Source: an optimization exercise on an open RTL-to-GDS flow (aim: small area, a short achievable clock period and few clock cycles). Production flows keep margins and buffers that such runs may drop.
Where RTL was checked, it was by simulation tests only, not by an equivalence proof against the original.
No functional check of the RTL was part of runs 1 and 2.
Power and IR drop assume default switching activity.

File: design/flow/design.v
`default_nettype none
package rv_isa_pkg;
    localparam int xlen = 32;
    typedef logic [xlen-1:0] word_t;
    localparam int opc_lsb   = 0;
    localparam int f3_lsb    = 12;
    localparam int imm_u_lsb = 12;
    localparam int imm_i_lsb = 20;
    localparam int f7_lsb    = 25;
    localparam logic [6:0] opc_op     = 7'b0110011;
    localparam logic [6:0] opc_op_imm = 7'b0010011;
    localparam logic [6:0] opc_lui    = 7'b0110111;
    localparam logic [6:0] opc_op_fp  = 7'b1010011;
    localparam logic [6:0] f7_base = 7'b0000000;
    localparam logic [6:0] f7_alt  = 7'b0100000;
    localparam logic [6:0] f7_fadd = 7'b0000000;
    localparam logic [6:0] f7_fsub = 7'b0000100;
    localparam logic [2:0] f3_add  = 3'b000;
    localparam logic [2:0] f3_sub  = 3'b000;
    localparam logic [2:0] f3_sll  = 3'b001;
    localparam logic [2:0] f3_slt  = 3'b010;
    localparam logic [2:0] f3_sltu = 3'b011;
    localparam logic [2:0] f3_xor  = 3'b100;
    localparam logic [2:0] f3_srl  = 3'b101;
    localparam logic [2:0] f3_sra  = 3'b101;
    localparam logic [2:0] f3_or   = 3'b110;
    localparam logic [2:0] f3_and  = 3'b111;
endpackage
`default_nettype wire
`default_nettype none
package ex_ctrl_pkg;
    localparam int fp_exp_w = 8;
    localparam int fp_man_w = 23;
    localparam int fp_bias  = 127;
    typedef enum logic [1:0] {
        unit_none = 2'd0,
        unit_alu  = 2'd1,
        unit_fpu  = 2'd2
    } unit_e;
    typedef enum logic [3:0] {
        alu_add    = 4'd0,
        alu_sub    = 4'd1,
        alu_sll    = 4'd2,
        alu_slt    = 4'd3,
        alu_sltu   = 4'd4,
        alu_xor    = 4'd5,
        alu_srl    = 4'd6,
        alu_sra    = 4'd7,
        alu_or     = 4'd8,
        alu_and    = 4'd9,
        alu_pass_b = 4'd10
    } alu_op_e;
    typedef struct packed {
        unit_e   unit;
        alu_op_e alu_op;
        logic    fp_sub;
    } ex_ctrl_t;
endpackage
`default_nettype wire
`default_nettype none
module ex_decode (
    input  rv_isa_pkg::word_t inst,
    output logic              legal,
    output logic              is_fp
);
    logic [6:0] opcode, funct7;
    logic [2:0] funct3;
    logic       f7_zero, f7_alt;
    assign opcode  = inst[6:0];
    assign funct3  = inst[14:12];
    assign funct7  = inst[31:25];
    assign f7_zero = (funct7 == 7'b0000000);
    assign f7_alt  = (funct7 == 7'b0100000);
    always_comb begin
        is_fp = 1'b0;
        case (opcode)
            rv_isa_pkg::opc_op:     legal = f7_zero | (f7_alt & (funct3 == 3'b000 || funct3 == 3'b101));
            rv_isa_pkg::opc_op_imm: legal = (funct3 == 3'b001) ? f7_zero :
                                            (funct3 == 3'b101) ? (f7_zero | f7_alt) : 1'b1;
            rv_isa_pkg::opc_lui:    legal = 1'b1;
            rv_isa_pkg::opc_op_fp: begin
                is_fp = 1'b1;
                legal = (funct7 == rv_isa_pkg::f7_fadd) || (funct7 == rv_isa_pkg::f7_fsub);
            end
            default:                legal = 1'b0;
        endcase
    end
endmodule
`default_nettype wire
`default_nettype none
module int_alu (
    input  rv_isa_pkg::word_t inst,
    input  rv_isa_pkg::word_t rs1_data,
    input  rv_isa_pkg::word_t rs2_data,
    output rv_isa_pkg::word_t alu_result
);
    logic [2:0]  funct3;
    logic        is_op, is_lui;
    logic [31:0] a, b, b_inv, sr_in, sr_out, rev_in, rev_out, shv;
    logic [32:0] sum;
    logic        neg, fill, lt, ltu;
    logic [4:0]  shamt;
    assign funct3 = inst[14:12];
    assign is_op  = inst[5];
    assign is_lui = inst[2];
    assign a = rs1_data;
    assign b = is_op ? rs2_data : {{20{inst[31]}}, inst[31:20]};
    assign neg   = (funct3 != 3'b000) | (is_op & inst[30]);
    assign b_inv = b ^ {32{neg}};
    assign sum   = {1'b0, a} + {1'b0, b_inv} + {32'd0, neg};
    assign ltu   = ~sum[32];
    assign lt    = (a[31] ^ b[31]) ? a[31] : sum[31];
    assign shamt = b[4:0];
    always_comb begin
        for (int i = 0; i < 32; i++) rev_in[i] = a[31-i];
    end
    assign sr_in  = (funct3 == 3'b001) ? rev_in : a;
    assign fill   = inst[30] & a[31] & funct3[2];
    assign sr_out = $signed({fill, sr_in}) >>> shamt;
    always_comb begin
        for (int i = 0; i < 32; i++) rev_out[i] = sr_out[31-i];
    end
    assign shv = (funct3 == 3'b001) ? rev_out : sr_out;
    always_comb begin
        if (is_lui) begin
            alu_result = {inst[31:12], 12'd0};
        end else begin
            case (funct3)
                3'b000:  alu_result = sum[31:0];
                3'b001:  alu_result = shv;
                3'b010:  alu_result = {31'd0, lt};
                3'b011:  alu_result = {31'd0, ltu};
                3'b100:  alu_result = a ^ b;
                3'b101:  alu_result = shv;
                3'b110:  alu_result = a | b;
                default: alu_result = a & b;
            endcase
        end
    end
endmodule
`default_nettype wire
`default_nettype none
module fp_adder (
    input  logic              clk,
    input  rv_isa_pkg::word_t op_a,
    input  rv_isa_pkg::word_t op_b,
    input  logic              fp_sub,
    output rv_isa_pkg::word_t fp_result
);
    logic        sign_a, sign_b, a_big, s;
    logic [7:0]  exp_a, exp_b, big_exp, diff;
    logic [23:0] man_a, man_b, big_man, small_man;
    logic [24:0] sum;
    logic [4:0]  lz;
    logic [23:0] norm_man;
    logic [9:0]  exp_n;
    logic        s_q;
    logic [7:0]  big_exp_q;
    logic [24:0] sum_q;
    assign sign_a = op_a[31];
    assign sign_b = op_b[31] ^ fp_sub;
    assign exp_a  = op_a[30:23];
    assign exp_b  = op_b[30:23];
    assign man_a  = (exp_a == 8'd0) ? 24'd0 : {1'b1, op_a[22:0]};
    assign man_b  = (exp_b == 8'd0) ? 24'd0 : {1'b1, op_b[22:0]};
    assign a_big     = {exp_a, man_a} >= {exp_b, man_b};
    assign big_exp   = a_big ? exp_a : exp_b;
    assign diff      = a_big ? exp_a - exp_b : exp_b - exp_a;
    assign big_man   = a_big ? man_a : man_b;
    assign small_man = (a_big ? man_b : man_a) >> diff;
    assign s         = a_big ? sign_a : sign_b;
    assign sum = (sign_a ^ sign_b) ? {1'b0, big_man} - {1'b0, small_man}
                                   : {1'b0, big_man} + {1'b0, small_man};
    always_ff @(posedge clk) begin
        s_q       <= s;
        big_exp_q <= big_exp;
        sum_q     <= sum;
    end
    always_comb begin
        lz = 5'd0;
        for (int i = 0; i <= 23; i++) begin
            if (sum_q[i]) lz = 5'(23 - i);
        end
    end
    always_comb begin
        if (sum_q[24]) begin
            norm_man = sum_q[24:1];
            exp_n    = {2'b00, big_exp_q} + 10'd1;
        end else begin
            norm_man = sum_q[23:0] << lz;
            exp_n    = {2'b00, big_exp_q} - {5'd0, lz};
        end
        if (sum_q == 25'd0 || exp_n[9] || exp_n == 10'd0) begin
            fp_result = 32'd0;
        end else if (exp_n >= 10'd255) begin
            fp_result = {s_q, 8'hff, 23'd0};
        end else begin
            fp_result = {s_q, exp_n[7:0], norm_man[22:0]};
        end
    end
endmodule
`default_nettype wire
`default_nettype none
module ex_result (
    input  logic              legal,
    input  logic              is_fp,
    input  rv_isa_pkg::word_t alu_result,
    input  rv_isa_pkg::word_t fp_result,
    output logic              illegal,
    output rv_isa_pkg::word_t result
);
    assign illegal = ~legal;
    assign result  = !legal ? 32'd0 : is_fp ? fp_result : alu_result;
endmodule
`default_nettype wire
`default_nettype none
module ex_unit_top (
    input  logic  clk,
    input  logic  rst,
    input  logic  req,
    input  rv_isa_pkg::word_t inst,
    input  rv_isa_pkg::word_t rs1_data,
    input  rv_isa_pkg::word_t rs2_data,
    input  rv_isa_pkg::word_t frs1_data,
    input  rv_isa_pkg::word_t frs2_data,
    output logic  ack,
    output logic  illegal,
    output rv_isa_pkg::word_t result
);
    logic              legal, is_fp, fp_ready;
    rv_isa_pkg::word_t alu_result, fp_result;
    ex_decode u_ex_decode (
        .inst  (inst),
        .legal (legal),
        .is_fp (is_fp)
    );
    int_alu u_int_alu (
        .inst       (inst),
        .rs1_data   (rs1_data),
        .rs2_data   (rs2_data),
        .alu_result (alu_result)
    );
    fp_adder u_fp_adder (
        .clk       (clk),
        .op_a      (frs1_data),
        .op_b      (frs2_data),
        .fp_sub    (inst[27]),
        .fp_result (fp_result)
    );
    ex_result u_ex_result (
        .legal      (legal),
        .is_fp      (is_fp),
        .alu_result (alu_result),
        .fp_result  (fp_result),
        .illegal    (illegal),
        .result     (result)
    );
    always_ff @(posedge clk or posedge rst) begin
        if (rst) fp_ready <= 1'b0;
        else     fp_ready <= req;
    end
    assign ack = req & (fp_ready | (inst[6:0] != rv_isa_pkg::opc_op_fp));
endmodule
`default_nettype wire
File: design/flow/constraint.sdc
create_clock -name core_clock -period 11.0 [get_ports {clk}]
set_input_delay 2.2000 -clock core_clock [delete_from_list [all_inputs] [get_ports {clk}]]
set_output_delay 2.2000 -clock core_clock [all_outputs]
set_load 0.01 [all_outputs]
File: design/flow/run.sh
#!/bin/bash
# synth_recipe.tcl (not shown) runs the flow's synth.tcl, then flattens the netlist and writes it again
# the make line also repeats each setting of config.mk as NAME=value (left out here)
make -C /OpenROAD-flow-scripts/flow DESIGN_CONFIG=/design/flow/config.mk WORK_HOME=/design/flow/orfs CLKGATE_MAP_FILE= SYNTH_SCRIPT=/design/flow/synth_recipe.tcl finish
File: design/flow/config.mk
export PLATFORM = sky130hd
export DESIGN_NAME = ex_unit_top
export DESIGN_NICKNAME = ex_unit_top
export VERILOG_FILES = /design/flow/design.v
export SDC_FILE = /design/flow/constraint.sdc
export NUM_CORES = 4
export LEC_CHECK = 0
export ABC_AREA = 1
export CAP_MARGIN = 20
export CORE_MARGIN = 2
export CORE_UTILIZATION = 40
export SLEW_MARGIN = 20
==> qor.yml, run 1 <==
outcome:
  status: "complete, no violations"
synth:
  synth_edf_count: 0
  synth-seq-cells: 35
  ys_types: 62
  avgSynthCellArea_um2: 5.48
  synth.cell_area_um2: 15100
  synth_ff_type: "dfxtp_1"
  synth_cells: 2761
  yosys_warnings: 4
  async_flop_share_pct: 2.86
  synth-seq-area-share_pct: 4.66
  syn_nets: 3094
global_route:
  grt_pass1_vias: 17800
  overflow: 0
  grt_usage_pct: 34.0
  grt_max_degree: 70
  antenna_found_initial: 0
  grt_pass1_wl_um: 104000
sta:
  grt_setup_unrepaired: "false"
  max_slew.worst_pin.slew_ns: 1.03
  setup_viol: 0
  hold_viol_final: 0
  post-route-period-util_pct: 91.8
  relSlewSlack_pct: 31.4
  period_needed_ns: 10.10
  slew_viol_final: 0
  tns_ns: 0
  fmax_ghz: 0.0990
  setup_ws_ns: 0.903
routing:
  drtIter0Drc: 1612
  drc: 0
  first_pass_iters: 6
  vias_per_cell: 5.73
  wl_um: 68600
  vias: 19400
  ant_nets: 0
  wl_per_cell_um: 20.3
hold_path:
  hold_class: "input pin to asynchronous set/reset pin"
setup_path:
  arrival_ns: 10.26
  critPathKind: "input pin to flip-flop"
  crit_top_cell: "nand2_1"
  crit_slowest_cell: "clkdlybuf4s50_1"
  end_kind: "flip-flop"
  slowest_delay_ns: 0.46
  path_max_fanout: 69
  critPathLaunchType: "input pin"
  crit_end: "u_fp_adder.sum_q[23]$_DFF_P_"
  startpoint: "frs1_data[24]"
  critPathRequiredTime_ns: 11.17
pwr:
  p_per_area_nw_per_um2: 159
  fin_total_pwr_mw: 2.80
  ir_worst_vdd_v: 0.000190
  p_leak_nw: 8.60
final_layout:
  finalNetCount: 3198
  fillers: 4258
  syn_to_final_growth_pct: 16.6
  mostFrequentLayoutCells: "nand2_1 (724), o21ai_0 (325), nand3_1 (316)"
  drive_gt1_share_pct: 4.99
  diodes: 0
  layout_commonest_cell: "nand2_1"
cts:
  cts_hold_buf: 0
  cts_root_buf: "clkbuf_16"
  cts_inserted_buffers: 5
  cts_sinks: 35
  clk_pin_slew_worst_paths_ns: 0.05
  clockBufferDepth: 2
  cts_tree: "done"
  htree_levels: 2
floorplan:
  initial_core_util_pct: 40.4
  core_um2: 37500
  rows: 71
  fp.dieW_um: 199
  io_pins: 197
  die-area_um2: 39400
  die_h_um: 199
place:
  place_hpwl_um: 56100
  portBuffers: 191
  dp_slack_ns: 0.554
  gp_congestion: 0.995
run:
  maxCapViolations: 0
registers in the layout, indices dropped and copies added (netlist names):
register,cells
u_fp_adder.sum_q,25
u_fp_adder.big_exp_q,8
fp_ready,1
u_fp_adder.s_q,1
critical path: cells and delay by family:
kind,cells,cell delay [ns]
compound gates,13,2.94
xor+xnor,1,0.13
buf+inv,8,1.50
simple gates,21,2.53
fa+ha+maj,3,0.92
synthesized netlist by cell type, types with 6 or more instances:
library cell | number | share of area [%]
nand3_1 | 316 | 10
nand3b_1 | 6 | 0.30
dfxtp_1 | 34 | 4.5
o21ai_0 | 328 | 11
o21ai_1 | 21 | 0.69
o211ai_1 | 28 | 1.4
o2111ai_1 | 17 | 0.98
xor2_1 | 42 | 2.4
inv_2 | 11 | 0.27
clkinv_1 | 6 | 0.15
o21bai_1 | 6 | 0.30
xnor2_1 | 48 | 2.8
clkbuf_1 | 106 | 2.6
a31oi_1 | 11 | 0.45
buf_1 | 15 | 0.37
o221ai_1 | 6 | 0.35
ha_1 | 165 | 14
nor2_1 | 150 | 3.7
nand3_2 | 7 | 0.46
or2_2 | 16 | 0.66
inv_1 | 285 | 7.1
a21oi_1 | 213 | 7.0
buf_6 | 8 | 0.60
a211oi_1 | 30 | 1.5
nor3_1 | 19 | 0.63
buf_2 | 12 | 0.40
nor4_1 | 9 | 0.37
nand4_1 | 30 | 1.2
nand2_2 | 11 | 0.45
nand2_1 | 726 | 18
worst min-delay path by stage:
stage,cells past startpoint,endpoint,startpoint
finish,2,fp_ready$_DFF_PP0_,rst
global route,2,fp_ready$_DFF_PP0_,rst
CTS,2,fp_ready$_DFF_PP0_,rst
detailed placement,2,fp_ready$_DFF_PP0_,rst
global placement,2,fp_ready$_DFF_PP0_,rst
floorplan,1,fp_ready$_DFF_PP0_,rst
per-layer routing:
| layer | routed length, µm | track usage (%) | up-vias |
|---|---|---|---|
| met5 | 0 | 0 | - |
| met1 | 29900 | 44.3 | 8926 |
| met3 | 3760 | 2.90 | 161 |
| met4 | 3540 | 15.3 | 0 |
| li1 | - | - | 9523 |
| met2 | 31400 | 57.0 | 754 |
report_power, final:
group          internal [mW]  switching, mW
clock network         0.0832         0.0516
registers              0.193          0.102
logic                  0.804           1.57
final cells by class:
type | count | area [µm²] | area share [%]
clock inverter | 3 | 20.0 | 0.113
clock buffer | 5 | 125 | 0.709
multi-input combinational | 2275 | 12700 | 71.7
inverter | 304 | 1150 | 6.52
timing repair buffer | 244 | 2350 | 13.3
tap | 511 | 639 | 3.62
sequential | 35 | 707 | 4.01
metrics by stage:
| step | cell area, µm² | utilization, % | hold slack, ns | cells |
|---|---|---|---|---|
| after global routing | 17600 | 47.1 | 2.13 | 3377 |
| after detailed placement | 17500 | 46.6 | 2.41 | 3367 |
| after global placement | 17500 | 46.6 | 2.40 | 3367 |
| after floorplan | 15100 | - | 1.93 | 2761 |
| final | 17600 | 47.1 | 2.13 | 3377 |
| after CTS | 17600 | 47.0 | 2.12 | 3375 |
logic make-up after synthesis:
| family | after synthesis | share of synthesized area (%) |
|---|---|---|
| and+or+nand+nor | 1314 | 37.8 |
| muxes | 3 | 0.198 |
| adders and majority gates | 170 | 14.3 |
| DFF | 35 | 4.66 |
| AOI/OAI and AO/OA | 697 | 25.7 |
| xor gates and xnor gates | 91 | 5.39 |
| buffers and inverters | 451 | 11.9 |
repair_timing:
| item | CTS | global route |
|---|---|---|
| buffers inserted | 0 | 2 |
| endpoints found under the setup margin | 0 | 2 |
| gates resized for setup | 0 | 2 |
==> run 2, diff against run 1 <==
--- a/design/flow/config.mk
+++ b/design/flow/config.mk
@@ -7,3 +7,2 @@
 export LEC_CHECK = 0
-export ABC_AREA = 1
 export CAP_MARGIN = 20
==> qor.yml, run 2 <==
sta:
  tns_ns: 0
  fin_hold_ws_ns: 2.05
  period_needed_ns: 10.68
  setup_viol: 0
  hold_viol_final: 0
  grt_setup_unrepaired: "false"
  slew_viol_final: 0
  max_slew.worst_pin.slew_ns: 1.12
  fmax_ghz: 0.0936
  relSlewSlack_pct: 25.1
  post-route-period-util_pct: 97.1
floorplan:
  initial_core_util_pct: 40.5
  io_pins: 197
  rows: 71
  fp.dieW_um: 199
  die_h_um: 199
  die-area_um2: 39700
  core_um2: 37600
routing:
  drc: 0
  drtIter0Drc: 1502
  wl_um: 63000
  ant_nets: 0
  vias: 17500
  vias_per_cell: 6.13
  wl_per_cell_um: 22.0
  first_pass_iters: 6
setup_path:
  crit_slowest_cell: "clkdlybuf4s50_1"
  critPathLaunchType: "input pin"
  path_max_fanout: 11
  critPathRequiredTime_ns: 8.80
  slowest_delay_ns: 0.61
  critPathKind: "input pin to primary output"
  arrival_ns: 8.48
  end_kind: "primary output"
  path_cells: "clkdlybuf4s50_1, a2111oi_4, buf_4, mux2i_1, fa_1, a21oi_1, o21bai_1, a21oi_1, o211ai_1, a221oi_1, o21ai_0, a21boi_0, o21ai_0, o41a_1, a31oi_1, nor2b_1, nor4_1, a2111oi_0, a211oi_1, clkdlybuf4s50_1"
place:
  portBuffers: 191
  place_area_um2: 17900
  dp_cells: 2855
  gp_congestion: 0.981
  place_hpwl_um: 51300
synth:
  yosys_warnings: 4
  synth-seq-area-share_pct: 4.63
  async_flop_share_pct: 2.86
  yosysTopAreaCell: "ha_1"
  synth.cell_area_um2: 15200
  synth_edf_count: 0
  synth_top_area_share_pct: 13.6
  synth_commonest_cells: "nand2_1 (283), nor2_1 (191), a21oi_1 (187)"
  synth_ff_type: "dfxtp_1"
  ys_types: 101
  avgSynthCellArea_um2: 6.87
  synth-seq-cells: 35
  synth_cells: 2217
  syn_nets: 2550
  synthTopCellsByArea: "ha_1 (14%), mux2i_1 (11%), nand2_1 (7.0%), a21oi_1 (6.1%), o21ai_0 (5.6%)"
  yosysMostFrequentCell: "nand2_1"
final_layout:
  top_register: "u_fp_adder.sum_q"
  syn_to_final_growth_pct: 18.7
  layout_commonest_cell: "nand2_1"
  seq_area_um2: 706
  mostFrequentLayoutCells: "nand2_1 (283), nor2_1 (191), clkdlybuf4s50_1 (188)"
  final_cell_area_um2: 18100
  drive_gt1_share_pct: 7.99
  largest_reg_flops: 25
  diodes: 0
  top_regs: "u_fp_adder.sum_q (25), u_fp_adder.big_exp_q (8)"
  finalNetCount: 2684
  fin_cells: 2863
  fillers: 3860
  multi_input_area_um2: 13500
cts:
  post_cts_buffers: 0
  cts_hold_buf: 0
  clk_pin_slew_worst_paths_ns: 0.06
  cts_resized: 0
  cts_sinks: 35
  cts_root_buf: "clkbuf_16"
  clockBufferDepth: 2
  cts_tree: "done"
  htree_levels: 2
  cts_inserted_buffers: 5
global_route:
  overflow: 0
  grt_pass1_wl_um: 96900
  grt_usage_pct: 31.2
  grt_pass1_vias: 16800
  grt_max_degree: 63
  antenna_found_initial: 0
pwr:
  p_per_area_nw_per_um2: 148
  p_leak_nw: 7.83
  ir_worst_vdd_v: 0.000164
  fin_total_pwr_mw: 2.68
run:
  maxCapViolations: 0
outcome:
  status: "complete, no violations"
hold_path:
  hold_class: "input pin to asynchronous set/reset pin"
-- run 2: cell count changes after synthesis, sizes merged, moves of 21 or more --
cell,delta
a21oi,-27
nand4,-26
mux2i,+170
and2,+30
nand3,-292
nand2,-453
inv,-174
o21ai,-181
nor3,+21
mux2,+31
nor2,+35
-- run 2: worst max-delay path: cells and delay by family --
family | cells | cell delay [ns]
AOI/OAI and AO/OA | 13 | 3.72
and+or+nand+nor | 2 | 0.55
adders and majority gates | 1 | 0.43
buffers and inverters | 3 | 1.38
muxes | 1 | 0.18
-- run 2: cells by family (layout without fill, tap and decap cells) --
kind of cell | count (synthesis) | count (layout) | share of synthesized area [%]
adders and majority gates | 170 | 170 | 14.2
DFF | 35 | 35 | 4.63
muxes | 223 | 223 | 16.5
and+or+nand+nor | 706 | 706 | 21.3
xor gates and xnor gates | 103 | 103 | 5.92
AOI/OAI and AO/OA | 706 | 706 | 30.3
buffers and inverters | 274 | 409 | 7.12
-- run 2: where the power goes --
part / leakage, nW / switching (mW) / internal [mW]
Clock: 0.0868 / 0.0498 / 0.112
Sequential: 0.298 / 0.103 / 0.190
Combinational: 7.45 / 1.30 / 0.926
Total: 7.83 / 1.46 / 1.23
-- run 2: cell type report --
cell class | count | share of cell area [%]
Clock buffer | 6 | 0.768
Clock inverter | 2 | 0.194
Inverter | 126 | 2.62
Multi-Input combinational cell | 1908 | 74.8
Sequential cell | 35 | 3.90
Tap cell | 511 | 3.54
Timing Repair Buffer | 275 | 14.2
-- run 2: per-stage QoR --
step	setup slack [ns]	util, %
final	0.320	48.1
after global routing	0.0142	48.1
after CTS	0.450	48.1
after detailed placement	0.414	47.7
after global placement	0.437	47.7
after floorplan	1.17	-
-- run 2: how the worst max path moves through the flow --
stage                        startpoint                      endpoint  depth (start not counted)
after floorplan           frs1_data[23]  u_fp_adder.sum_q[23]$_DFF_P_                         35
after global placement    frs1_data[23]  u_fp_adder.sum_q[23]$_DFF_P_                         34
after detailed placement  frs1_data[23]  u_fp_adder.sum_q[23]$_DFF_P_                         34
after CTS                      inst[30]                    result[28]                         20
after global routing      frs1_data[23]  u_fp_adder.sum_q[24]$_DFF_P_                         36
final                          inst[30]                    result[28]                         20
-- run 2: per-layer routing --
layer  global-route usage (%)  vias to the layer above  wire (µm)
met2                     54.3                      667      29900
met3                     2.58                      145       3320
met4                     18.0                        0       4190
met1                     37.6                     8304      25600
met5                        0                        -          0
li1                         -                     8424          -
==> run 3, diff against run 2 <==
--- a/design/flow/design.v
+++ b/design/flow/design.v
@@ -98,3 +98,3 @@
     logic        is_op, is_lui;
-    logic [31:0] a, b, b_inv, sr_in, sr_out, rev_in, rev_out, shv;
+    logic [31:0] a, b, bx, p, g, sr_in, sr_out, rev_in, rev_out, shv;
     logic [32:0] sum;
@@ -107,5 +107,7 @@
     assign b = is_op ? rs2_data : {{20{inst[31]}}, inst[31:20]};
-    assign neg   = (funct3 != 3'b000) | (is_op & inst[30]);
-    assign b_inv = b ^ {32{neg}};
-    assign sum   = {1'b0, a} + {1'b0, b_inv} + {32'd0, neg};
+    assign neg = ((funct3 == 3'b000) & is_op & inst[30]) | (funct3[2:1] == 2'b01);
+    assign bx  = b ^ {32{neg}};
+    assign p   = a ^ bx;
+    assign g   = a & bx;
+    assign sum = {1'b0, a} + {1'b0, bx} + {32'd0, neg};
     assign ltu   = ~sum[32];
@@ -132,6 +134,6 @@
                 3'b011:  alu_result = {31'd0, ltu};
-                3'b100:  alu_result = a ^ b;
+                3'b100:  alu_result = p;
                 3'b101:  alu_result = shv;
-                3'b110:  alu_result = a | b;
-                default: alu_result = a & b;
+                3'b110:  alu_result = p | g;
+                default: alu_result = g;
             endcase
@@ -149,9 +151,9 @@
 );
-    logic        sign_a, sign_b, a_big, s;
-    logic [7:0]  exp_a, exp_b, big_exp, diff;
-    logic [23:0] man_a, man_b, big_man, small_man;
+    logic        sign_a, sign_b, zero_a, zero_b, exp_lt, exp_eq, frac_lt;
+    logic        a_big, eff_sub, s;
+    logic [7:0]  exp_a, exp_b, diff, big_exp;
+    logic [8:0]  d_ab, d_ba;
+    logic [22:0] frac_a, frac_b;
+    logic [23:0] man_a, man_b, big_man, small_man, aligned;
     logic [24:0] sum;
-    logic [4:0]  lz;
-    logic [23:0] norm_man;
-    logic [9:0]  exp_n;
     logic        s_q;
@@ -159,2 +161,6 @@
     logic [24:0] sum_q;
+    logic [4:0]  lz;
+    logic [23:0] norm_man;
+    logic [7:0]  exp_out;
+    logic        res_zero, res_inf;
     assign sign_a = op_a[31];
@@ -163,12 +169,22 @@
     assign exp_b  = op_b[30:23];
-    assign man_a  = (exp_a == 8'd0) ? 24'd0 : {1'b1, op_a[22:0]};
-    assign man_b  = (exp_b == 8'd0) ? 24'd0 : {1'b1, op_b[22:0]};
-    assign a_big     = {exp_a, man_a} >= {exp_b, man_b};
+    assign zero_a = (exp_a == 8'd0);
+    assign zero_b = (exp_b == 8'd0);
+    assign frac_a = zero_a ? 23'd0 : op_a[22:0];
+    assign frac_b = zero_b ? 23'd0 : op_b[22:0];
+    assign man_a  = {~zero_a, frac_a};
+    assign man_b  = {~zero_b, frac_b};
+    assign d_ab    = {1'b0, exp_a} - {1'b0, exp_b};
+    assign d_ba    = {1'b0, exp_b} - {1'b0, exp_a};
+    assign exp_lt  = d_ab[8];
+    assign exp_eq  = (exp_a == exp_b);
+    assign frac_lt = (frac_a < frac_b);
+    assign a_big   = ~exp_lt & ~(exp_eq & frac_lt);
+    assign diff    = exp_lt ? d_ba[7:0] : d_ab[7:0];
+    assign big_man   = a_big ? man_a : man_b;
+    assign small_man = a_big ? man_b : man_a;
     assign big_exp   = a_big ? exp_a : exp_b;
-    assign diff      = a_big ? exp_a - exp_b : exp_b - exp_a;
-    assign big_man   = a_big ? man_a : man_b;
-    assign small_man = (a_big ? man_b : man_a) >> diff;
     assign s         = a_big ? sign_a : sign_b;
-    assign sum = (sign_a ^ sign_b) ? {1'b0, big_man} - {1'b0, small_man}
-                                   : {1'b0, big_man} + {1'b0, small_man};
+    assign aligned = (diff[7:5] != 3'd0) ? 24'd0 : small_man >> diff[4:0];
+    assign eff_sub = sign_a ^ sign_b;
+    assign sum     = {1'b0, big_man} + ({1'b0, aligned} ^ {25{eff_sub}}) + {24'd0, eff_sub};
     always_ff @(posedge clk) begin
@@ -187,14 +203,14 @@
             norm_man = sum_q[24:1];
-            exp_n    = {2'b00, big_exp_q} + 10'd1;
+            exp_out  = big_exp_q + 8'd1;
+            res_zero = 1'b0;
+            res_inf  = (big_exp_q >= 8'd254);
         end else begin
             norm_man = sum_q[23:0] << lz;
-            exp_n    = {2'b00, big_exp_q} - {5'd0, lz};
+            exp_out  = big_exp_q - {3'd0, lz};
+            res_zero = ({3'd0, lz} >= big_exp_q) | (sum_q[23:0] == 24'd0);
+            res_inf  = (lz == 5'd0) & (big_exp_q == 8'd255);
         end
-        if (sum_q == 25'd0 || exp_n[9] || exp_n == 10'd0) begin
-            fp_result = 32'd0;
-        end else if (exp_n >= 10'd255) begin
-            fp_result = {s_q, 8'hff, 23'd0};
-        end else begin
-            fp_result = {s_q, exp_n[7:0], norm_man[22:0]};
-        end
+        fp_result = res_zero ? 32'd0 :
+                    res_inf  ? {s_q, 8'hff, 23'd0} :
+                               {s_q, exp_out, norm_man[22:0]};
     end
--- a/design/flow/config.mk
+++ b/design/flow/config.mk
@@ -7,5 +7,6 @@
 export LEC_CHECK = 0
+export ABC_AREA = 1
 export CAP_MARGIN = 20
 export CORE_MARGIN = 2
-export CORE_UTILIZATION = 40
+export CORE_UTILIZATION = 50
 export SLEW_MARGIN = 20
==> qor.yml, run 3 <==
outcome:
  status: "complete, no violations"
sta:
  slew_viol_final: 0
  fmax_ghz: 0.0980
  max_slew.worst_pin.slew_ns: 1.13
  setup_viol: 0
  grt_setup_unrepaired: "false"
  post-route-period-util_pct: 92.8
  tns_ns: 0
  relSlewSlack_pct: 24.6
  setup_ws_ns: 0.794
  hold_viol_final: 0
  period_needed_ns: 10.21
routing:
  wl_per_cell_um: 20.0
  vias_per_cell: 6.06
  drtIter0Drc: 2154
  ant_nets: 0
  drc: 0
  vias: 18700
  wl_um: 61500
  first_pass_iters: 6
synth:
  yosysTopAreaCell: "nand2_1"
  synth_top_area_share_pct: 18.0
  synth-seq-cells: 35
  synth_ff_type: "dfxtp_1"
  synthTopCellsByArea: "nand2_1 (18%), ha_1 (12%), o21ai_0 (9.6%), a21oi_1 (8.9%), nand3_1 (8.6%)"
  syn_nets: 2897
  synth.cell_area_um2: 14100
  synth_cells: 2598
  yosysMostFrequentCell: "nand2_1"
  yosys_warnings: 4
  synth-seq-area-share_pct: 5.02
  synth_edf_count: 0
  synth_commonest_cells: "nand2_1 (675), inv_1 (275), o21ai_0 (269)"
  async_flop_share_pct: 2.86
  ys_types: 59
  avgSynthCellArea_um2: 5.41
pwr:
  p_per_area_nw_per_um2: 147
  p_seq_share_pct: 10.0
  ir_worst_vdd_v: 0.000191
  comb_power_share_pct: 84.5
  p_sw_share_pct: 61.2
  power.clock.fraction_pct: 5.5
  switching_power_mw: 1.48
  p_int_mw: 0.937
  p_leak_nw: 7.89
cts:
  cts_inserted_buffers: 5
  cts_hold_buf: 0
  post_cts_buffers: 0
  cts_resized: 0
  cts_tree: "done"
  htree_levels: 2
  cts_root_buf: "clkbuf_16"
  clk_pin_slew_worst_paths_ns: 0.05
  clockBufferDepth: 2
  cts_sinks: 35
setup_path:
  slowest_delay_ns: 0.56
  end_kind: "primary output"
  arrival_ns: 8.01
  crit_top_cell: "nand2_1"
  critPathKind: "input pin to primary output"
  path_max_fanout: 17
  crit_slowest_cell: "clkdlybuf4s50_1"
  critPathRequiredTime_ns: 8.80
  critPathLaunchType: "input pin"
  startpoint: "inst[14]"
  crit_end: "result[22]"
place:
  place_hpwl_um: 49500
  portBuffers: 191
  gp_congestion: 1.05
  dp_slack_ns: 0.990
global_route:
  antenna_found_initial: 1
  grt_max_degree: 48
  grt_pass1_vias: 17500
  overflow: 0
  grt_usage_pct: 40.9
  grt_pass1_wl_um: 94400
run:
  maxCapViolations: 0
floorplan:
  die-area_um2: 29500
  core_um2: 27700
  rows: 61
  fp.dieW_um: 172
  io_pins: 197
  die_h_um: 172
  initial_core_util_pct: 50.7
final_layout:
  finalNetCount: 3001
  largest_reg_flops: 25
  post-route-util_pct: 59.1
  layout_commonest_cell: "nand2_1"
  top_regs: "u_fp_adder.sum_q (25), u_fp_adder.big_exp_q (8)"
  seq_area_um2: 706
  top_register: "u_fp_adder.sum_q"
  mostFrequentLayoutCells: "nand2_1 (674), inv_1 (275), o21ai_0 (268)"
  drive_gt1_share_pct: 3.51
  fillers: 2917
  multi_input_area_um2: 11700
  syn_to_final_growth_pct: 16.5
hold_path:
  hold_class: "input pin to asynchronous set/reset pin"
[run 3: cell types whose count changed in the layout (fill, tap and decap cells not counted), moves of 31 or more]
cell	change
mux2i_1	-157
xnor2_1	-49
buf_4	-39
xor2_1	+32
nand2_1	+391
inv_1	+155
o21ai_1	+42
and2_1	-34
a21oi_1	+62
nand3_1	+210
ha_1	-34
nor2_1	-31
o21ai_0	+97
[run 3: stage by stage]
step                      total power, mW  cells  hold WS, ns  area (µm²)
after global routing                 2.64   3081         2.07       16400
after CTS                            2.35   3081         2.05       16400
after detailed placement             2.21   3073         2.34       16200
after floorplan                      1.64   2598         1.93       14100
after global placement               2.19   3073         2.34       16200
final                                2.41   3082         2.05       16400
[run 3: cell type report]
cell class	count	area share, %
clock buffer	6	0.787
timing repair buffer	233	13.6
multi-input combinational	2138	71.7
antenna	1	0.0153
inverter	289	6.62
sequential	35	4.31
tap	378	2.89
clock inverter	2	0.0764
[run 3: kinds of logic after synthesis]
kind of cell | share of synthesized area [%]
adders and majority gates | 12.4
xor gates and xnor gates | 5.60
buffers and inverters | 11.7
DFF | 5.02
and+or+nand+nor | 35.0
muxes | 0.952
AOI/OAI and AO/OA | 29.4
[run 3: power by group through the flow]
stage	logic [mW]	registers, mW	clock network, mW
5_1_grt	2.26	0.244	0.142
6_report	2.04	0.240	0.134
3_3_place_gp	1.95	0.239	0
2_1_floorplan	1.42	0.219	0
4_1_cts	1.98	0.238	0.136
3_5_place_dp	1.97	0.239	0
[run 3: critical path: cells and delay by family]
| kind | cells | cell delay, ns |
|---|---|---|
| simple gates | 15 | 1.87 |
| compound gates | 8 | 1.83 |
| buf+inv | 5 | 1.48 |
| fa+ha+maj | 1 | 0.38 |
| xor+xnor | 1 | 0.22 |
[run 3: how the worst min path moves through the flow]
| stage | end | slack [ns] | cells past startpoint |
|---|---|---|---|
| 6_report | fp_ready$_DFF_PP0_ | 2.05 | 2 |
| 5_1_grt | fp_ready$_DFF_PP0_ | 2.07 | 2 |
| 4_1_cts | fp_ready$_DFF_PP0_ | 2.05 | 2 |
| 3_5_place_dp | fp_ready$_DFF_PP0_ | 2.34 | 2 |
| 3_3_place_gp | fp_ready$_DFF_PP0_ | 2.34 | 2 |
| 2_1_floorplan | fp_ready$_DFF_PP0_ | 1.93 | 1 |
[run 3: layer usage]
metal  track usage [%]  up-vias  part of all wire (%)  wire length, µm
li1                  -     9007                     -                -
met5                 0        -                     0                0
met4              30.5        0                   8.8             5400
met1              47.4     8468                    38            23500
met3              5.18      255                   7.4             4570
met2              69.0      956                    46            28100
Testbench counts of run 3, summed over its fixed seeds: cycles 27,666.
==> run 4, diff against run 3 <==
==> design/flow/flow/run.sh (new file) <==
#!/bin/bash
set -o pipefail
cp standard.sh standard_sh.txt
export BUFFER_PORTS_ARGS="-buffer_cell sky130_fd_sc_hd__buf_1"
bash standard.sh > standard.log 2>&1
==> design/flow/standard.sh (new file) <==
#!/bin/bash
# synth_recipe.tcl (not shown) runs the flow's synth.tcl, then flattens the netlist and writes it again
# the make line also repeats each setting of config.mk as NAME=value (left out here)
make -C /OpenROAD-flow-scripts/flow DESIGN_CONFIG=/design/flow/config.mk WORK_HOME=/design/flow/orfs CLKGATE_MAP_FILE= SYNTH_SCRIPT=/design/flow/synth_recipe.tcl "${@:-finish}"
--- a/design/flow/config.mk
+++ b/design/flow/config.mk
@@ -11,2 +11,3 @@
 export CORE_UTILIZATION = 50
+export SETUP_SLACK_MARGIN = 2.5
 export SLEW_MARGIN = 20
removed: design/flow/run.sh
==> qor.yml, run 4 <==
final_layout:
  top_register: "u_fp_adder.sum_q"
  largest_reg_flops: 25
  finalNetCount: 3016
  fin_cells: 3098
  mostFrequentLayoutCells: "nand2_1 (669), inv_1 (271), o21ai_0 (248)"
  fillers: 3022
  drive_gt1_share_pct: 6.07
  top_regs: "u_fp_adder.sum_q (25), u_fp_adder.big_exp_q (8)"
  syn_to_final_growth_pct: 11.8
  seq_area_um2: 706
  layout_commonest_cell: "nand2_1"
  multi_input_area_um2: 12100
synth:
  synth_ff_type: "dfxtp_1"
  synth-seq-area-share_pct: 5.02
  synthTopCellsByArea: "nand2_1 (18%), ha_1 (12%), o21ai_0 (9.6%), a21oi_1 (8.9%), nand3_1 (8.6%)"
  ys_types: 59
  avgSynthCellArea_um2: 5.41
  syn_nets: 2897
  yosysMostFrequentCell: "nand2_1"
  yosys_warnings: 4
  synth_cells: 2598
  synth_top_area_share_pct: 18.0
  yosysTopAreaCell: "nand2_1"
  synth-seq-cells: 35
  synth.cell_area_um2: 14100
  synth_edf_count: 0
  async_flop_share_pct: 2.86
  synth_commonest_cells: "nand2_1 (675), inv_1 (275), o21ai_0 (269)"
floorplan:
  io_pins: 197
  fp.dieW_um: 172
  rows: 61
  die_h_um: 172
  initial_core_util_pct: 50.7
  die-area_um2: 29500
  core_um2: 27700
setup_path:
  critPathBufInv: 4
  end_kind: "primary output"
  path_depth: 25
  critPathKind: "input pin to primary output"
  critPathRequiredTime_ns: 8.80
  critPathLaunchType: "input pin"
  slowest_delay_ns: 0.35
  crit_top_cell: "nand2_1"
  crit_slowest_cell: "ha_1"
  path_max_fanout: 17
  crit_family: "simple AND/OR/NAND/NOR gates"
  arrival_ns: 6.16
global_route:
  met2_usage_pct: 67.5
  grt_pass1_wl_um: 93400
  grt_max_degree: 52
  grt_busiest_layer: "met2"
  grt_pass1_vias: 17300
  grt_usage_pct: 40.6
  antenna_found_initial: 1
  grt_use_met1_pct: 48.1
  gr-usage-met3_pct: 4.67
  overflow: 0
hold_path:
  hold_class: "input pin to asynchronous set/reset pin"
routing:
  vias_per_cell: 6.12
  vias: 18900
  wl_per_cell_um: 20.2
  first_pass_iters: 5
  wl_um: 62700
  drtIter0Drc: 1945
  ant_nets: 0
  drc: 0
pwr:
  p_leak_nw: 7.56
  ir_worst_vdd_v: 0.000256
  p_per_area_nw_per_um2: 156
cts:
  cts_root_buf: "clkbuf_16"
  clk_pin_slew_worst_paths_ns: 0.05
  cts_hold_buf: 0
  clockBufferDepth: 2
  cts_sinks: 35
  cts_tree: "done"
  cts_inserted_buffers: 5
  htree_levels: 2
sta:
  post-route-period-util_pct: 76.0
  fmax_ghz: 0.120
  slew_viol_final: 0
  hold_viol_final: 0
  setup_viol: 0
  tns_ns: 0
  max_slew.worst_pin.slew_ns: 1.11
  grt_setup_unrepaired: "true"
  period_needed_ns: 8.36
  relSlewSlack_pct: 25.8
outcome:
  status: "complete, no violations"
place:
  place_hpwl_um: 48800
  dp_cells: 3065
  gp_congestion: 1.07
  portBuffers: 191
run:
  maxCapViolations: 0
==> run 4: cell count changes in the layout (fill, tap and decap cells not counted), sizes merged <==
| cell | before | now |
|---|---|---|
| a21oi | 250 | 252 |
| buf | 43 | 234 |
| bufinv | 0 | 1 |
| clkbuf | 6 | 13 |
| clkdlybuf4s50 | 190 | 0 |
| clkinv | 8 | 7 |
| clkinvlp | 1 | 3 |
| diode | 1 | 2 |
| inv | 282 | 280 |
| nand2 | 684 | 689 |
==> run 4: layout make-up <==
type                            instances  area share (%)
Clock inverter                          1           0.191
Timing Repair inverter                  1          0.0318
Antenna cell                            2          0.0318
Sequential cell                        35            4.49
Tap cell                              378            3.01
Timing Repair Buffer                  240            7.44
Inverter                              289            6.97
Multi-Input combinational cell       2145            77.0
Clock buffer                            7           0.844
==> run 4: report_power, final <==
part / switching (mW) / total, mW / internal, mW
logic: 1.40 / 2.05 / 0.641
registers: 0.0669 / 0.251 / 0.184
clock network: 0.0471 / 0.154 / 0.107
==> run 4: repair_timing <==
item                                    CTS  global route
gates resized for setup                  29            78
buffers inserted                          3            11
endpoints found under the setup margin   38            36
gates cloned                              2             7
pin swaps                                 3            11
==> run 4: worst max-delay path by stage <==
stage                  startpoint                      endpoint  slack, ns
CTS                 frs2_data[24]  u_fp_adder.sum_q[24]$_DFF_P_       2.47
global route        frs1_data[24]  u_fp_adder.sum_q[24]$_DFF_P_       2.27
detailed placement  frs1_data[24]  u_fp_adder.sum_q[24]$_DFF_P_       1.41
finish                   inst[14]                    result[31]       2.64
floorplan                 inst[5]                    result[26]       2.71
global placement    frs1_data[24]  u_fp_adder.sum_q[24]$_DFF_P_       1.51
==> run 4: through the flow <==
step                      utilization (%)  hold WS (ns)  instance area [µm²]  setup slack, ns  total power, mW
final                                56.7          1.73                15700             2.64             2.45
after global routing                 56.7          1.74                15700             2.27             2.68
after CTS                            55.2          1.72                15300             2.47             2.35
after detailed placement             54.1          2.02                15000             1.41             2.17
after global placement               54.1          2.01                15000             1.51             2.16
after floorplan                         -          1.93                14100             2.71             1.64
==> run 4: routing by layer <==
metal	vias up	share of wire, %
li1	9046	-
met1	8585	38
met2	1058	45
met3	258	7.8
met4	0	8.6
met5	-	0
==> run 4: cells by family after synthesis <==
family,after synthesis,synth area share (%)
and+or+nand+nor,1167,35.0
AOI/OAI and AO/OA,733,29.4
buffers and inverters,425,11.7
adders and majority gates,136,12.4
xor gates and xnor gates,89,5.60
DFF,35,5.02
muxes,13,0.952
==> run 5, diff against run 4 <==
--- a/design/flow/config.mk
+++ b/design/flow/config.mk
@@ -11,3 +11,2 @@
 export CORE_UTILIZATION = 50
-export SETUP_SLACK_MARGIN = 2.5
 export SLEW_MARGIN = 20
==> qor.yml, run 5 <==
routing:
  vias_per_cell: 6.07
  ant_nets: 0
  first_pass_iters: 6
  wl_per_cell_um: 19.8
  wl_um: 60800
  drtIter0Drc: 1974
  vias: 18700
  drc: 0
synth:
  synth_edf_count: 0
  synth.cell_area_um2: 14100
  yosysMostFrequentCell: "nand2_1"
  synthTopCellsByArea: "nand2_1 (18%), ha_1 (12%), o21ai_0 (9.6%), a21oi_1 (8.9%), nand3_1 (8.6%)"
  ys_types: 59
  syn_nets: 2897
  async_flop_share_pct: 2.86
  yosys_warnings: 4
  synth_top_area_share_pct: 18.0
  yosysTopAreaCell: "nand2_1"
  synth_ff_type: "dfxtp_1"
  synth_cells: 2598
  synth-seq-cells: 35
  synth_commonest_cells: "nand2_1 (675), inv_1 (275), o21ai_0 (269)"
  avgSynthCellArea_um2: 5.41
  synth-seq-area-share_pct: 5.02
sta:
  period_needed_ns: 9.20
  max_slew.worst_pin.slew_ns: 1.04
  tns_ns: 0
  grt_setup_unrepaired: "false"
  setup_ws_ns: 1.80
  post-route-period-util_pct: 83.7
  fmax_ghz: 0.109
  relSlewSlack_pct: 30.3
  slew_viol_final: 0
  hold_viol_final: 0
  setup_viol: 0
cts:
  clk_pin_slew_worst_paths_ns: 0.05
  post_cts_buffers: 0
  clockBufferDepth: 2
  cts_hold_buf: 0
  cts_resized: 0
  htree_levels: 2
  cts_root_buf: "clkbuf_16"
  cts_sinks: 35
  cts_tree: "done"
  cts_inserted_buffers: 5
setup_path:
  arrival_ns: 7.00
  crit_top_cell: "nand2_1"
  crit_family: "compound AO/OA/AOI/OAI gates"
  critPathKind: "input pin to primary output"
  path_max_fanout: 29
  slowest_delay_ns: 0.43
  crit_slowest_cell: "buf_4"
  critPathRequiredTime_ns: 8.80
  end_kind: "primary output"
  critPathBufInv: 6
  critPathLaunchType: "input pin"
final_layout:
  fillers: 3076
  layout_commonest_cell: "nand2_1"
  mostFrequentLayoutCells: "nand2_1 (674), inv_1 (275), o21ai_0 (268)"
  top_regs: "u_fp_adder.sum_q (25), u_fp_adder.big_exp_q (8)"
  seq_area_um2: 706
  multi_input_area_um2: 11800
  post-route-util_pct: 54.7
  drive_gt1_share_pct: 3.23
  syn_to_final_growth_pct: 7.86
  largest_reg_flops: 25
  top_register: "u_fp_adder.sum_q"
  finalNetCount: 2993
floorplan:
  initial_core_util_pct: 50.7
  core_um2: 27700
  die-area_um2: 29500
  rows: 61
  io_pins: 197
  fp.dieW_um: 172
  die_h_um: 172
global_route:
  grt_pass1_vias: 17200
  overflow: 0
  grt_pass1_wl_um: 92900
  grt_max_degree: 52
  antenna_found_initial: 1
  grt_usage_pct: 40.4
pwr:
  p_leak_nw: 7.36
  fin_total_pwr_mw: 2.40
  ir_worst_vdd_v: 0.000239
  p_per_area_nw_per_um2: 158
outcome:
  status: "complete, no violations"
place:
  place_hpwl_um: 48800
  portBuffers: 191
  gp_congestion: 1.07
  dp_slack_ns: 1.41
run:
  maxCapViolations: 0
hold_path:
  hold_class: "input pin to asynchronous set/reset pin"
## run 5: where the power goes
group / total, mW / internal (mW) / leakage, nW / switching, mW
clock: 0.154 / 0.107 / 0.0781 / 0.0470
combinational: 2.00 / 0.622 / 6.99 / 1.37
sequential: 0.252 / 0.184 / 0.298 / 0.0685
## run 5: per-stage QoR
stage / hold slack [ns] / instance area, µm² / cells
2_1_floorplan: 1.93 / 14100 / 2598
3_3_place_gp: 2.01 / 15000 / 3065
3_5_place_dp: 2.02 / 15000 / 3065
4_1_cts: 1.72 / 15200 / 3073
5_1_grt: 1.74 / 15200 / 3074
6_report: 1.73 / 15200 / 3074
## run 5: cell families after synthesis
group           synth area share [%]
simple gates                    35.0
compound gates                  29.4
buf+inv                         11.7
fa+ha+maj                       12.4
xor+xnor                        5.60
flops                           5.02
mux                            0.952
## run 5: worst max path at each step
stage                             start  cells past startpoint                            to
after CTS                 frs1_data[24]                     41  u_fp_adder.sum_q[24]$_DFF_P_
final                           inst[5]                     30                    result[22]
after global routing      frs1_data[24]                     40  u_fp_adder.sum_q[24]$_DFF_P_
after floorplan                 inst[5]                     31                    result[26]
after detailed placement  frs1_data[24]                     41  u_fp_adder.sum_q[24]$_DFF_P_
after global placement    frs1_data[24]                     43  u_fp_adder.sum_q[24]$_DFF_P_
## run 5: area by class of cell
class / count / share of cell area, %
sequential: 35 / 4.65
tap: 378 / 3.12
multi-input combinational: 2138 / 77.6
clock inverter: 1 / 0.198
antenna: 1 / 0.0165
inverter: 289 / 7.16
timing repair buffer: 225 / 6.42
clock buffer: 7 / 0.875
## run 5: routing by layer
layer | routed length [µm] | up-vias | track usage (%)
li1 | - | 8980 | -
met1 | 23600 | 8502 | 47.7
met2 | 27500 | 931 | 67.4
met3 | 4500 | 247 | 4.74
met4 | 5180 | 0 | 29.8
met5 | 0 | - | 0
==> run 6, diff against run 5 <==
--- a/design/flow/design.v
+++ b/design/flow/design.v
@@ -94,7 +94,12 @@
     input  rv_isa_pkg::word_t rs2_data,
-    output rv_isa_pkg::word_t alu_result
+    input  logic              fp_mode,
+    input  logic [23:0]       fp_norm_in,
+    input  logic [4:0]        fp_lz,
+    output rv_isa_pkg::word_t alu_result,
+    output logic [23:0]       fp_norm_out
 );
     logic [2:0]  funct3;
-    logic        is_op, is_lui;
-    logic [31:0] a, b, bx, p, g, sr_in, sr_out, rev_in, rev_out, shv;
+    logic        is_op, is_lui, is_sll, left;
+    logic [31:0] a, b, bx, p, g, rev_a, rev_fp, sr_in, rev_out, shv;
+    logic [31:0] s16, s8, s4, s2, s1;
     logic [32:0] sum;
@@ -105,2 +110,3 @@
     assign is_lui = inst[2];
+    assign is_sll = (funct3 == 3'b001);
     assign a = rs1_data;
@@ -112,15 +118,22 @@
     assign sum = {1'b0, a} + {1'b0, bx} + {32'd0, neg};
-    assign ltu   = ~sum[32];
-    assign lt    = (a[31] ^ b[31]) ? a[31] : sum[31];
-    assign shamt = b[4:0];
+    assign ltu = ~sum[32];
+    assign lt  = (a[31] ^ b[31]) ? a[31] : sum[31];
     always_comb begin
-        for (int i = 0; i < 32; i++) rev_in[i] = a[31-i];
+        for (int i = 0; i < 32; i++) rev_a[i] = a[31-i];
+        for (int i = 0; i < 32; i++) rev_fp[i] = (i < 24) ? fp_norm_in[23-i] : 1'b0;
     end
-    assign sr_in  = (funct3 == 3'b001) ? rev_in : a;
-    assign fill   = inst[30] & a[31] & funct3[2];
-    assign sr_out = $signed({fill, sr_in}) >>> shamt;
+    assign left  = fp_mode | is_sll;
+    assign sr_in = fp_mode ? rev_fp : is_sll ? rev_a : a;
+    assign shamt = fp_mode ? fp_lz : b[4:0];
+    assign fill  = ~fp_mode & inst[30] & a[31] & funct3[2];
+    assign s16 = shamt[4] ? {{16{fill}}, sr_in[31:16]} : sr_in;
+    assign s8  = shamt[3] ? {{8{fill}}, s16[31:8]} : s16;
+    assign s4  = shamt[2] ? {{4{fill}}, s8[31:4]} : s8;
+    assign s2  = shamt[1] ? {{2{fill}}, s4[31:2]} : s4;
+    assign s1  = shamt[0] ? {fill, s2[31:1]} : s2;
     always_comb begin
-        for (int i = 0; i < 32; i++) rev_out[i] = sr_out[31-i];
+        for (int i = 0; i < 32; i++) rev_out[i] = s1[31-i];
     end
-    assign shv = (funct3 == 3'b001) ? rev_out : sr_out;
+    assign shv         = left ? rev_out : s1;
+    assign fp_norm_out = rev_out[31:8];
     always_comb begin
@@ -149,18 +162,46 @@
     input  logic              fp_sub,
+    output logic [23:0]       norm_in,
+    output logic [4:0]        lz,
+    input  logic [23:0]       norm_out,
     output rv_isa_pkg::word_t fp_result
 );
+    logic        s, s_q;
+    logic [7:0]  big_exp, big_exp_q;
+    logic [24:0] sum, sum_q;
+    fp_align u_fp_align (
+        .op_a    (op_a),
+        .op_b    (op_b),
+        .fp_sub  (fp_sub),
+        .sign    (s),
+        .big_exp (big_exp),
+        .sum     (sum)
+    );
+    always_ff @(posedge clk) begin
+        s_q       <= s;
+        big_exp_q <= big_exp;
+        sum_q     <= sum;
+    end
+    fp_norm u_fp_norm (
+        .sign      (s_q),
+        .big_exp   (big_exp_q),
+        .sum       (sum_q),
+        .lz        (lz),
+        .norm_in   (norm_in),
+        .norm_out  (norm_out),
+        .fp_result (fp_result)
+    );
+endmodule
+module fp_align (
+    input  rv_isa_pkg::word_t op_a,
+    input  rv_isa_pkg::word_t op_b,
+    input  logic              fp_sub,
+    output logic              sign,
+    output logic [7:0]        big_exp,
+    output logic [24:0]       sum
+);
     logic        sign_a, sign_b, zero_a, zero_b, exp_lt, exp_eq, frac_lt;
-    logic        a_big, eff_sub, s;
-    logic [7:0]  exp_a, exp_b, diff, big_exp;
+    logic        a_big, eff_sub;
+    logic [7:0]  exp_a, exp_b, diff;
     logic [8:0]  d_ab, d_ba;
-    logic [22:0] frac_a, frac_b;
     logic [23:0] man_a, man_b, big_man, small_man, aligned;
-    logic [24:0] sum;
-    logic        s_q;
-    logic [7:0]  big_exp_q;
-    logic [24:0] sum_q;
-    logic [4:0]  lz;
-    logic [23:0] norm_man;
-    logic [7:0]  exp_out;
-    logic        res_zero, res_inf;
     assign sign_a = op_a[31];
@@ -171,6 +212,4 @@
     assign zero_b = (exp_b == 8'd0);
-    assign frac_a = zero_a ? 23'd0 : op_a[22:0];
-    assign frac_b = zero_b ? 23'd0 : op_b[22:0];
-    assign man_a  = {~zero_a, frac_a};
-    assign man_b  = {~zero_b, frac_b};
+    assign man_a  = zero_a ? 24'd0 : {1'b1, op_a[22:0]};
+    assign man_b  = zero_b ? 24'd0 : {1'b1, op_b[22:0]};
     assign d_ab    = {1'b0, exp_a} - {1'b0, exp_b};
@@ -179,4 +218,4 @@
     assign exp_eq  = (exp_a == exp_b);
-    assign frac_lt = (frac_a < frac_b);
-    assign a_big   = ~exp_lt & ~(exp_eq & frac_lt);
+    assign frac_lt = (op_a[22:0] < op_b[22:0]);
+    assign a_big   = ~exp_lt & ~(exp_eq & ~zero_a & frac_lt);
     assign diff    = exp_lt ? d_ba[7:0] : d_ab[7:0];
@@ -185,3 +224,3 @@
     assign big_exp   = a_big ? exp_a : exp_b;
-    assign s         = a_big ? sign_a : sign_b;
+    assign sign      = a_big ? sign_a : sign_b;
     assign aligned = (diff[7:5] != 3'd0) ? 24'd0 : small_man >> diff[4:0];
@@ -189,28 +228,59 @@
     assign sum     = {1'b0, big_man} + ({1'b0, aligned} ^ {25{eff_sub}}) + {24'd0, eff_sub};
-    always_ff @(posedge clk) begin
-        s_q       <= s;
-        big_exp_q <= big_exp;
-        sum_q     <= sum;
-    end
+endmodule
+module fp_norm (
+    input  logic              sign,
+    input  logic [7:0]        big_exp,
+    input  logic [24:0]       sum,
+    output logic [4:0]        lz,
+    output logic [23:0]       norm_in,
+    input  logic [23:0]       norm_out,
+    output rv_isa_pkg::word_t fp_result
+);
+    logic [23:0] norm_man;
+    logic [7:0]  exp_out;
+    logic        res_zero, res_inf;
+    logic [31:0] x;
+    logic [15:0] v1, c1;
+    logic [7:0]  v2;
+    logic [15:0] c2;
+    logic [3:0]  v4;
+    logic [11:0] c4;
+    logic [1:0]  v8;
+    logic [7:0]  c8;
+    assign x = {sum[23:0], 8'd0};
     always_comb begin
-        lz = 5'd0;
-        for (int i = 0; i <= 23; i++) begin
-            if (sum_q[i]) lz = 5'(23 - i);
+        for (int i = 0; i < 16; i++) begin
+            v1[i] = x[2*i+1] | x[2*i];
+            c1[i] = ~x[2*i+1];
+        end
+        for (int i = 0; i < 8; i++) begin
+            v2[i]         = v1[2*i+1] | v1[2*i];
+            c2[2*i +: 2]  = v1[2*i+1] ? {1'b0, c1[2*i+1]} : {1'b1, c1[2*i]};
+        end
+        for (int i = 0; i < 4; i++) begin
+            v4[i]         = v2[2*i+1] | v2[2*i];
+            c4[3*i +: 3]  = v2[2*i+1] ? {1'b0, c2[2*(2*i+1) +: 2]} : {1'b1, c2[2*(2*i) +: 2]};
+        end
+        for (int i = 0; i < 2; i++) begin
+            v8[i]         = v4[2*i+1] | v4[2*i];
+            c8[4*i +: 4]  = v4[2*i+1] ? {1'b0, c4[3*(2*i+1) +: 3]} : {1'b1, c4[3*(2*i) +: 3]};
         end
+        lz = v8[1] ? {1'b0, c8[7:4]} : {1'b1, c8[3:0]};
     end
+    assign norm_in = sum[23:0];
     always_comb begin
-        if (sum_q[24]) begin
-            norm_man = sum_q[24:1];
-            exp_out  = big_exp_q + 8'd1;
+        if (sum[24]) begin
+            norm_man = sum[24:1];
+            exp_out  = big_exp + 8'd1;
             res_zero = 1'b0;
-            res_inf  = (big_exp_q >= 8'd254);
+            res_inf  = (big_exp >= 8'd254);
         end else begin
-            norm_man = sum_q[23:0] << lz;
-            exp_out  = big_exp_q - {3'd0, lz};
-            res_zero = ({3'd0, lz} >= big_exp_q) | (sum_q[23:0] == 24'd0);
-            res_inf  = (lz == 5'd0) & (big_exp_q == 8'd255);
+            norm_man = norm_out;
+            exp_out  = big_exp - {3'd0, lz};
+            res_zero = ({3'd0, lz} >= big_exp) | (sum[23:0] == 24'd0);
+            res_inf  = (lz == 5'd0) & (big_exp == 8'd255);
         end
         fp_result = res_zero ? 32'd0 :
-                    res_inf  ? {s_q, 8'hff, 23'd0} :
-                               {s_q, exp_out, norm_man[22:0]};
+                    res_inf  ? {sign, 8'hff, 23'd0} :
+                               {sign, exp_out, norm_man[22:0]};
     end
@@ -247,2 +317,4 @@
     rv_isa_pkg::word_t alu_result, fp_result;
+    logic [23:0]       fp_norm_in, fp_norm_out;
+    logic [4:0]        fp_lz;
     ex_decode u_ex_decode (
@@ -253,6 +325,10 @@
     int_alu u_int_alu (
-        .inst       (inst),
-        .rs1_data   (rs1_data),
-        .rs2_data   (rs2_data),
-        .alu_result (alu_result)
+        .inst        (inst),
+        .rs1_data    (rs1_data),
+        .rs2_data    (rs2_data),
+        .fp_mode     (inst[6]),
+        .fp_norm_in  (fp_norm_in),
+        .fp_lz       (fp_lz),
+        .alu_result  (alu_result),
+        .fp_norm_out (fp_norm_out)
     );
@@ -263,2 +339,5 @@
         .fp_sub    (inst[27]),
+        .norm_in   (fp_norm_in),
+        .lz        (fp_lz),
+        .norm_out  (fp_norm_out),
         .fp_result (fp_result)
==> design/flow/flow/run.sh (replaced) <==
#!/bin/bash
set -o pipefail
cp standard.sh standard_sh.txt
export BUFFER_PORTS_ARGS="-buffer_cell sky130_fd_sc_hd__buf_1"
export RECOVER_POWER=100
bash standard.sh > standard.log 2>&1
--- a/design/flow/config.mk
+++ b/design/flow/config.mk
@@ -11,2 +11,3 @@
 export CORE_UTILIZATION = 50
+export SETUP_SLACK_MARGIN = 2.5
 export SLEW_MARGIN = 20
==> qor.yml, run 6 <==
outcome:
  status: "complete, but fails checks"
  so.violations: "max-capacitance violations, max-slew violations"
final_layout:
  fillers: 3078
  diodes: 0
  mostFrequentLayoutCells: "nand2_1 (683), nand3_1 (284), inv_1 (274)"
  layout_commonest_cell: "nand2_1"
  finalNetCount: 3030
  fin_cells: 3110
  top_regs: "u_fp_adder.sum_q (25), u_fp_adder.big_exp_q (8)"
  seq_area_um2: 706
  drive_gt1_share_pct: 5.27
  top_register: "u_fp_adder.sum_q"
  largest_reg_flops: 25
  multi_input_area_um2: 11900
  final_cell_area_um2: 15400
  syn_to_final_growth_pct: 8.45
synth:
  yosysMostFrequentCell: "nand2_1"
  ys_types: 59
  synth_commonest_cells: "nand2_1 (683), nand3_1 (285), inv_1 (275)"
  synth_cells: 2619
  synth_ff_type: "dfxtp_1"
  async_flop_share_pct: 2.86
  synth_edf_count: 0
  yosysTopAreaCell: "nand2_1"
  synth-seq-area-share_pct: 4.98
  avgSynthCellArea_um2: 5.41
  synthTopCellsByArea: "nand2_1 (18%), ha_1 (12%), nand3_1 (10%), a21oi_1 (7.7%), inv_1 (7.3%)"
  synth_top_area_share_pct: 18.1
  syn_nets: 2918
  synth-seq-cells: 35
  yosys_warnings: 5
  synth.cell_area_um2: 14200
sta:
  max_slew.worst_pin.slew_ns: 1.54
  hold_viol_final: 0
  setup_ws_ns: 1.48
  relSlewSlack_pct: -2.51
  slew_viol_final: 20
  fmax_ghz: 0.105
  post-route-period-util_pct: 86.5
  tns_ns: 0
  period_needed_ns: 9.52
  grt_setup_unrepaired: "true"
  setup_viol: 0
global_route:
  overflow: 0
  grt_max_degree: 58
  grt_pass1_vias: 16600
  antenna_found_initial: 0
  grt_usage_pct: 41.2
  grt_pass1_wl_um: 93500
pwr:
  fin_total_pwr_mw: 2.10
  power.clock.fraction_pct: 6.4
  comb_power_share_pct: 80.5
  switching_power_mw: 1.31
  p_seq_share_pct: 13.1
  ir_worst_vdd_v: 0.0000736
  p_sw_share_pct: 62.4
  p_per_area_nw_per_um2: 137
  p_leak_nw: 7.51
  p_int_mw: 0.790
routing:
  ant_nets: 0
  first_pass_iters: 7
  vias: 18900
  drc: 0
  wl_um: 64800
  vias_per_cell: 6.07
  wl_per_cell_um: 20.8
  drtIter0Drc: 2188
floorplan:
  fp.dieW_um: 172
  die-area_um2: 29700
  io_pins: 197
  initial_core_util_pct: 50.9
  die_h_um: 172
  rows: 61
  core_um2: 27900
cts:
  htree_levels: 2
  cts_inserted_buffers: 5
  cts_tree: "done"
  clockBufferDepth: 2
  cts_sinks: 35
  cts_hold_buf: 0
  clk_pin_slew_worst_paths_ns: 0.06
  cts_root_buf: "clkbuf_16"
setup_path:
  critPathKind: "input pin to primary output"
  path_max_fanout: 26
  critPathLaunchType: "input pin"
  end_kind: "primary output"
  arrival_ns: 7.32
  critPathRequiredTime_ns: 8.80
place:
  portBuffers: 191
  gp_congestion: 1.12
  place_area_um2: 15000
  dp_slack_ns: 1.63
  dp_cells: 3080
  place_hpwl_um: 50500
run:
  maxCapViolations: 1
hold_path:
  hold_class: "input pin to asynchronous set/reset pin"
[run 6: changes by cell type after synthesis, sizes merged, moves of 17 or more]
cell / before / now
inv: 282 / 299
nand3: 244 / 303
clkbuf: 102 / 74
nor2: 165 / 212
a21oi: 250 / 220
buf: 34 / 56
o21ai: 318 / 286
[run 6: worst paths after layout]
kind	cells past startpoint	start	end	slack [ns]
setup / recovery	11	inst[6]	result[28]	1.48
hold / removal	2	rst	fp_ready$_DFF_PP0_	1.72
max in group asynchronous	2	rst	fp_ready$_DFF_PP0_	9.19
min in group core_clock	1	req	fp_ready$_DFF_PP0_	2.05
[run 6: cell families after synthesis]
| family | count (synthesis) | synth area share [%] |
|---|---|---|
| buffers and inverters | 437 | 12.3 |
| multiplexers | 13 | 0.918 |
| XOR/XNOR | 88 | 5.60 |
| adder cells (fa/ha/maj) | 136 | 12.3 |
| AO/OA/AOI/OAI | 631 | 25.0 |
| AND/OR/NAND/NOR | 1279 | 38.9 |
| flip-flops | 35 | 4.98 |
[run 6: area by class of cell]
type | count | area share, %
Inverter | 307 | 7.55
Clock inverter | 3 | 0.130
Sequential cell | 35 | 4.59
Tap cell | 378 | 3.08
Multi-Input combinational cell | 2154 | 77.3
Timing Repair inverter | 1 | 0.0488
Timing Repair Buffer | 227 | 6.48
Clock buffer | 5 | 0.814
[run 6: per-layer routing]
layer / track usage (%) / share of wire, % / up-vias
met2: 68.3 / 44 / 1103
met4: 33.1 / 10 / 0
met1: 47.0 / 36 / 8513
met5: 0 / 0 / -
met3: 6.61 / 9.2 / 287
li1: - / - / 8971
[run 6: what timing repair did]
item                       CTS  global route
pin swaps                    3             6
gates cloned                 2             6
gates resized for setup     10            33
buffers inserted             1            13
setup endpoints to repair   31            35
[run 6: through the flow]
| stage | hold slack, ns | utilization [%] |
|---|---|---|
| 3_5_place_dp | 2.01 | 53.7 |
| 5_1_grt | 1.73 | 55.2 |
| 2_1_floorplan | 1.93 | - |
| 6_report | 1.72 | 55.2 |
| 4_1_cts | 1.71 | 54.5 |
| 3_3_place_gp | 2.01 | 53.7 |
[run 6: critical path, stage by stage]
cell      delay, ns
clkbuf_1       0.45
clkbuf_1       0.98
nor2_1         0.12
buf_4          0.29
inv_1          0.54
a21oi_1        0.14
a21oi_1        1.18
inv_1          0.72
nand2_1        0.42
a21oi_1        0.10
buf_1          0.14
[run 6: power groups by stage]
stage,logic [mW],registers (mW),clock network [mW]
2_1_floorplan,1.19,0.212,0
6_report,1.69,0.275,0.134
5_1_grt,1.86,0.272,0.143
3_5_place_dp,1.60,0.267,0
4_1_cts,1.62,0.264,0.137
3_3_place_gp,1.58,0.266,0
Testbench counts of run 6, summed over its fixed seeds: cycles 27,666.

-- what the ideal ports hide --
The results above use ideal ports. As a check the final layouts listed here were re-extracted and re-timed, cells and wires unchanged.
Step 1: set_driving_cell puts a clkbuf_16 on clk and a buf_2 on each other input, an assumption about the parent block.
Step 2 adds t to the input delays and takes it off the output delays; t is the mean of the earliest and latest rising clock arrival at the registers after step 1. Input paths then give back, and output paths get back, about the clock's delay inside the block.
Three values: ideal, step 1, step 2; two values: the first two.
run | t (ns) | setup WS [ns] | worst setup path after step 2
run 1 | 0.305 | 0.903 / 0.914 / 0.608 | input to register
run 2 | 0.307 | 0.320 / 0.292 / 0.292 | input to output
run 3 | 0.309 | 0.794 / 0.762 / 0.762 | input to output
run 4 | 0.306 | 2.643 / 2.615 / 2.507 | input to register
run 5 | 0.306 | 1.798 / 1.776 / 1.569 | input to register
run 6 | 0.315 | 1.481 / 1.458 / 1.458 | input to output
For run 1, which loses most, drivers alone change the setup slack by +0.011 ns; drivers and shift together by -0.295 ns.
